From an optimization exercise on the open Yosys and OpenROAD flow, aimed at small area, a short achievable clock period and few clock cycles per item; shortcuts taken in it are not production practice.
Only simulation tests tie the RTL to the original design; equivalence was not proved.

==> 05-21 <==
Design pi_heading_aligner_top, start of the top module:
module pi_heading_aligner_top (
  input  logic                                clk_i,
  input  logic                                rst_ni,
  input  logic                                cfg_we_i,
  input  logic [pha_pkg::AddrW-1:0]           cfg_addr_i,
  input  logic [pha_pkg::CfgDataW-1:0]        cfg_wdata_i,
  input  logic                                in_valid_i,
  output logic                                in_ready_o,
  input  logic signed [pha_pkg::ErrW-1:0]     heading_error_i,
  input  logic                                target_valid_i,
  output logic                                out_valid_o,
  input  logic                                out_ready_i,
  output logic signed [pha_pkg::DriveW-1:0]   left_drive_o,
  output logic signed [pha_pkg::DriveW-1:0]   right_drive_o,
  output logic signed [pha_pkg::DriveW-1:0]   steer_value_o,
  output logic                                aligned_o
);
clock: 15.0 ns
lec_check: 0
abc_area: 1
cap_margin: 20
core_margin: 2
core_utilization: 50
slew_margin: 20
tns_end_percent: 5
standard.sh (not shown) runs the stock make flow with config.mk's settings and CLKGATE_MAP_FILE= SYNTH_SCRIPT=/design/flow/synth_recipe.tcl, a recipe that flattens the netlist after the stock synthesis.
==> flow/flow/run.sh <==
#!/bin/bash
set -euo pipefail
HERE="$(cd "$(dirname "$0")" && pwd)"
mapfile -t ARGS < "$HERE/make_args.txt"
bash standard.sh finish "${ARGS[@]}" > flow_make.log 2>&1
==> flow/flow/make_args.txt <==
SETUP_SLACK_MARGIN=9.8
BUFFER_PORTS_ARGS=-buffer_cell sky130_fd_sc_hd__buf_1
==> 01-28: changes against 05-21 <==
==> flow/flow/make_args.txt (replaced) <==
SETUP_SLACK_MARGIN=10
BUFFER_PORTS_ARGS=-buffer_cell sky130_fd_sc_hd__buf_1
CORE_UTILIZATION = 40   (was 50)
CTS_BUF_LIST = sky130_fd_sc_hd__clkbuf_4 sky130_fd_sc_hd__clkbuf_8   (was unset)
TNS_END_PERCENT = unset   (was 5)
==> comparison <==
01-28 produced a clean layout. 05-21 went through all stages and came out clean.
Via count: 01-28 is larger than 05-21 (about 1.3%).
Clock skew: 01-28 is higher than 05-21 (0.064 ns).
Against 01-28, the non-clock buffer count of 05-21 is lower by 34.
Testbench counts of 05-21, summed over its fixed seeds: cycles 5,952, items 5,760.
Testbench counts of 01-28, summed over its fixed seeds: cycles 5,952, items 5,760.

==> delta <==
pi_heading_aligner_top, a different RTL version from the one above (not shown whole).
Settings: LEC_CHECK=0, CAP_MARGIN=20, CORE_MARGIN=2, CORE_UTILIZATION=40, SLEW_MARGIN=20; clock period 15.0 ns.
==> flow/flow/run.sh <==
#!/bin/bash
set -euo pipefail
MARGIN=$(cat "$(dirname "$0")/setup_margin.txt")
bash standard.sh finish SETUP_SLACK_MARGIN=$MARGIN > flow_make.log 2>&1
==> flow/flow/setup_margin.txt <==
9
==> pepper (differences from delta) <==
==> flow/run.sh (new file) <==
#!/bin/bash
# synth_recipe.tcl (not shown) runs the flow's synth.tcl, then flattens the netlist and writes it again
# the make line also repeats each setting of config.mk as NAME=value (left out here)
make -C /OpenROAD-flow-scripts/flow DESIGN_CONFIG=/design/flow/config.mk WORK_HOME=/design/flow/orfs CLKGATE_MAP_FILE= SYNTH_SCRIPT=/design/flow/synth_recipe.tcl finish
--- a/flow/config.mk
+++ b/flow/config.mk
@@ -5,6 +5,7 @@
 export SDC_FILE = /design/flow/constraint.sdc
 export NUM_CORES = 4
 export LEC_CHECK = 0
+export ABC_CLOCK_PERIOD_IN_PS = 3500
 export CAP_MARGIN = 20
 export CORE_MARGIN = 2
 export CORE_UTILIZATION = 40
removed: flow/flow/run.sh
removed: flow/flow/setup_margin.txt
removed: flow/standard.sh
==> run summary <==
CP required: delta 15.30 ns; pepper 15.32 ns
Clk latency of the worst-skew pair: delta 0.57 ns; pepper 0.58 ns
Data buffer area share: delta 8.380%; pepper 4.389%
Minimum setup slack in the final design: delta 8.382 ns; pepper 7.371 ns
Ratio of cells with drive above 1 in the final layout: delta 13.44%; pepper 6.386%
Final critical-path required period: delta 6.618 ns; pepper 7.629 ns
Total setup buffers inserted after CTS: delta 79; pepper 0
Detailed-route wire length: delta 107,600 µm; pepper 102,300 µm
Slowest stage cell, crit path: delta or4b_4; pepper dfrtp_1
Clock buffers: delta 32; pepper 29
Transition time at the pin with the least slew margin: delta 0.9832 ns; pepper 1.061 ns
Crit path buffers/inverters: delta 9; pepper 6
Reg2reg start: delta integ_q[20]; pepper cfg_q[39]
Status: delta finished clean; pepper finished clean
Final Cell Area: delta 36,920 µm²; pepper 34,320 µm²
Cell type with the highest occurrence count on the critical path: delta buf_4; pepper inv_1
Average wire per cell in the routed design: delta 21.11 µm; pepper 20.60 µm
Met3 track demand over resource: delta 3.373%; pepper 3.563%
Testbench counts of delta, summed over its fixed seeds: cycles 5,952, items 5,760.
Testbench counts of pepper, summed over its fixed seeds: cycles 5,952, items 5,760.

==> run C <==
Another version of the RTL of pi_heading_aligner_top (not shown whole).
Settings: LEC_CHECK=0, ABC_AREA=1, CAP_MARGIN=20, CORE_MARGIN=2, CORE_UTILIZATION=40, SLEW_MARGIN=20, TNS_END_PERCENT=20; clock period 15.0 ns.
==> flow/flow/run.sh <==
#!/bin/bash
set -euo pipefail
HERE="$(cd "$(dirname "$0")" && pwd)"
mapfile -t ARGS < "$HERE/make_args.txt"
bash standard.sh finish "${ARGS[@]}" > flow_make.log 2>&1
==> flow/flow/make_args.txt <==
SETUP_SLACK_MARGIN=10
BUFFER_PORTS_ARGS=-buffer_cell sky130_fd_sc_hd__buf_1
==> run M (differences from run C) <==
==> flow/flow/make_args.txt (replaced) <==
SETUP_SLACK_MARGIN=9.8
BUFFER_PORTS_ARGS=-buffer_cell sky130_fd_sc_hd__buf_1
TNS_END_PERCENT = 5   (was 20)
==> run summary <==
| quantity | run M | run C |
|---|---|---|
| Status | timing/DRC/antenna clean | timing/DRC/antenna clean |
| Antenna Cells | 1 | 4 |
| Transition time at the pin with the least slew margin | 0.951 ns | 0.965 ns |
| Number of ordinary inverters in the final layout | 639 | 640 |
| Critical R2R Capture | s1_prop_q[19] | s2_acc_q[33] |
| Post-route core utilization | 46.5% | 48.1% |
| Proportion of cell area occupied by multi-input gates | 56.5% | 56.4% |
| Post-CTS Repair Setup Buffers | 39 | 143 |
| Upper clock frequency limit | 194 MHz | 196 MHz |
| Area occupied by multi-input gates | 18300 µm² | 18900 µm² |
| Overall Global Routing Usage | 23.7% | 25.5% |
Testbench counts of run C, summed over its fixed seeds: cycles 5,952, items 5,760.
Testbench counts of run M, summed over its fixed seeds: cycles 5,952, items 5,760.

==> inputs of lagoon <==
Starting RTL as in the previous note.
==> flow/config.mk <==
export PLATFORM = sky130hd
export DESIGN_NAME = pi_heading_aligner_top
export DESIGN_NICKNAME = pi_heading_aligner_top
export VERILOG_FILES = /design/flow/design.v
export SDC_FILE = /design/flow/constraint.sdc
export NUM_CORES = 4
export LEC_CHECK = 0
export ABC_AREA = 1
export CAP_MARGIN = 20
export CORE_MARGIN = 2
export CORE_UTILIZATION = 40
export SLEW_MARGIN = 20
export TNS_END_PERCENT = 5
==> flow/constraint.sdc <==
create_clock -name core_clock -period 15.0 [get_ports {clk_i}]
set_input_delay 3.0000 -clock core_clock [delete_from_list [all_inputs] [get_ports {clk_i}]]
set_output_delay 3.0000 -clock core_clock [all_outputs]
set_load 0.01 [all_outputs]
==> flow/flow/make_args.txt <==
SETUP_SLACK_MARGIN=9.9
BUFFER_PORTS_ARGS=-buffer_cell sky130_fd_sc_hd__buf_1
Scripts as last shown in full above: flow/flow/run.sh
==> inputs of violet, as changes to lagoon <==
==> flow/flow/make_args.txt (replaced) <==
SETUP_SLACK_MARGIN=9.8
BUFFER_PORTS_ARGS=-buffer_cell sky130_fd_sc_hd__buf_1
TNS_END_PERCENT = default   (was 5)
==> summary of the runs <==
In routed wire length, lagoon and violet hardly differ.
Between violet and lagoon, the lower register-to-register slack is in violet (gap 0.03 ns).
Critical path depth: lagoon is higher than violet (1).
Against violet, the sequential share of layout area of lagoon is lower by 0.30 points.
Against lagoon, the clock skew of violet is higher by 0.0056 ns.
Of violet and lagoon, lagoon has the higher fmax (gap about 0.7%, measured against lagoon).
Against lagoon, the global-route usage of violet is higher by 0.47 points.
Worst hold slack: lagoon is lower than violet (0.0072 ns).
Against lagoon, the cell area of violet is lower by about 1.5%.
Die area is the same in violet and lagoon.
==> figures <==
	violet	lagoon
Hold-critical path endpoint	sk_err_q[0]	out_valid_q
Met1 track utilization from global routing	0.336	0.337
Result of the run	finished clean	finished clean
Post-layout instance count excluding filler cells	4698	4701
Wire per inst	20.0 microns	19.9 microns
End point of the critical path	s2_acc_q[26]	s2_acc_q[32]
Clock network area share	0.0324	0.0322
Min Tclk post-route	5.09 ns	5.06 ns
Global-route usage over all layers	0.248	0.243
Worst r2r path cells	20	21
Ratio of layout area to synthesized area	1.165x	1.182x
Placed cell count	4393	4391
Placement-stage worst setup slack	9.13 ns	9.05 ns
Detailed Route Iter0 Violations	2772	2873
Vias per cell	5.39	5.41
Testbench counts of lagoon, summed over its fixed seeds: cycles 5,952, items 5,760.
Testbench counts of violet, summed over its fixed seeds: cycles 5,952, items 5,760.

==> static timing again, ports no longer ideal <==
Ports are ideal in the flow. The routed layouts listed here were re-timed in OpenROAD.
Step 1 (the two cells are an assumption about what drives the block):
set clk [get_ports {clk_i}]
set_driving_cell -lib_cell sky130_fd_sc_hd__clkbuf_16 $clk
set_driving_cell -lib_cell sky130_fd_sc_hd__buf_2 [delete_from_list [all_inputs] $clk]
Step 2 also shifts input and output timing later by t, the mid clock arrival at the registers, as if the neighbouring blocks saw the same clock.
Slacks: no drivers / after step 1 / after step 2; pairs: no drivers / after step 1.
run | t (ns) | slack for setup (ns) | hold slack, ns | worst register clock-pin slew, ns | pins driven straight from the clock port
05-21 | 0.633 | 9.869 / 9.869 / 9.572 | 0.440 / 0.440 / 0.440 | 0.07 / 0.07 | 1
01-28 | 0.690 | 9.660 / 9.660 / 9.605 | 0.421 / 0.421 / 0.421 | 0.07 / 0.07 | 1
delta | 0.611 | 8.382 / 8.382 / 8.382 | 0.425 / 0.425 / 0.425 | 0.07 / 0.07 | 1
pepper | 0.623 | 7.371 / 7.371 / 7.371 | 0.426 / 0.426 / 0.426 | 0.07 / 0.07 | 1
run C | 0.623 | 9.895 / 9.895 / 9.808 | 0.467 / 0.467 / 0.467 | 0.07 / 0.07 | 1
run M | 0.639 | 9.846 / 9.846 / 9.662 | 0.464 / 0.464 / 0.464 | 0.07 / 0.07 | 1
lagoon | 0.640 | 9.942 / 9.942 / 9.625 | 0.463 / 0.463 / 0.463 | 0.07 / 0.07 | 1
violet | 0.623 | 9.908 / 9.908 / 9.575 | 0.470 / 0.470 / 0.470 | 0.06 / 0.06 | 1
After both steps setup and hold are still met in every run listed. The setup slack of violet, which loses most, moves by 0.000 ns with the drivers and by -0.333 ns with both steps.
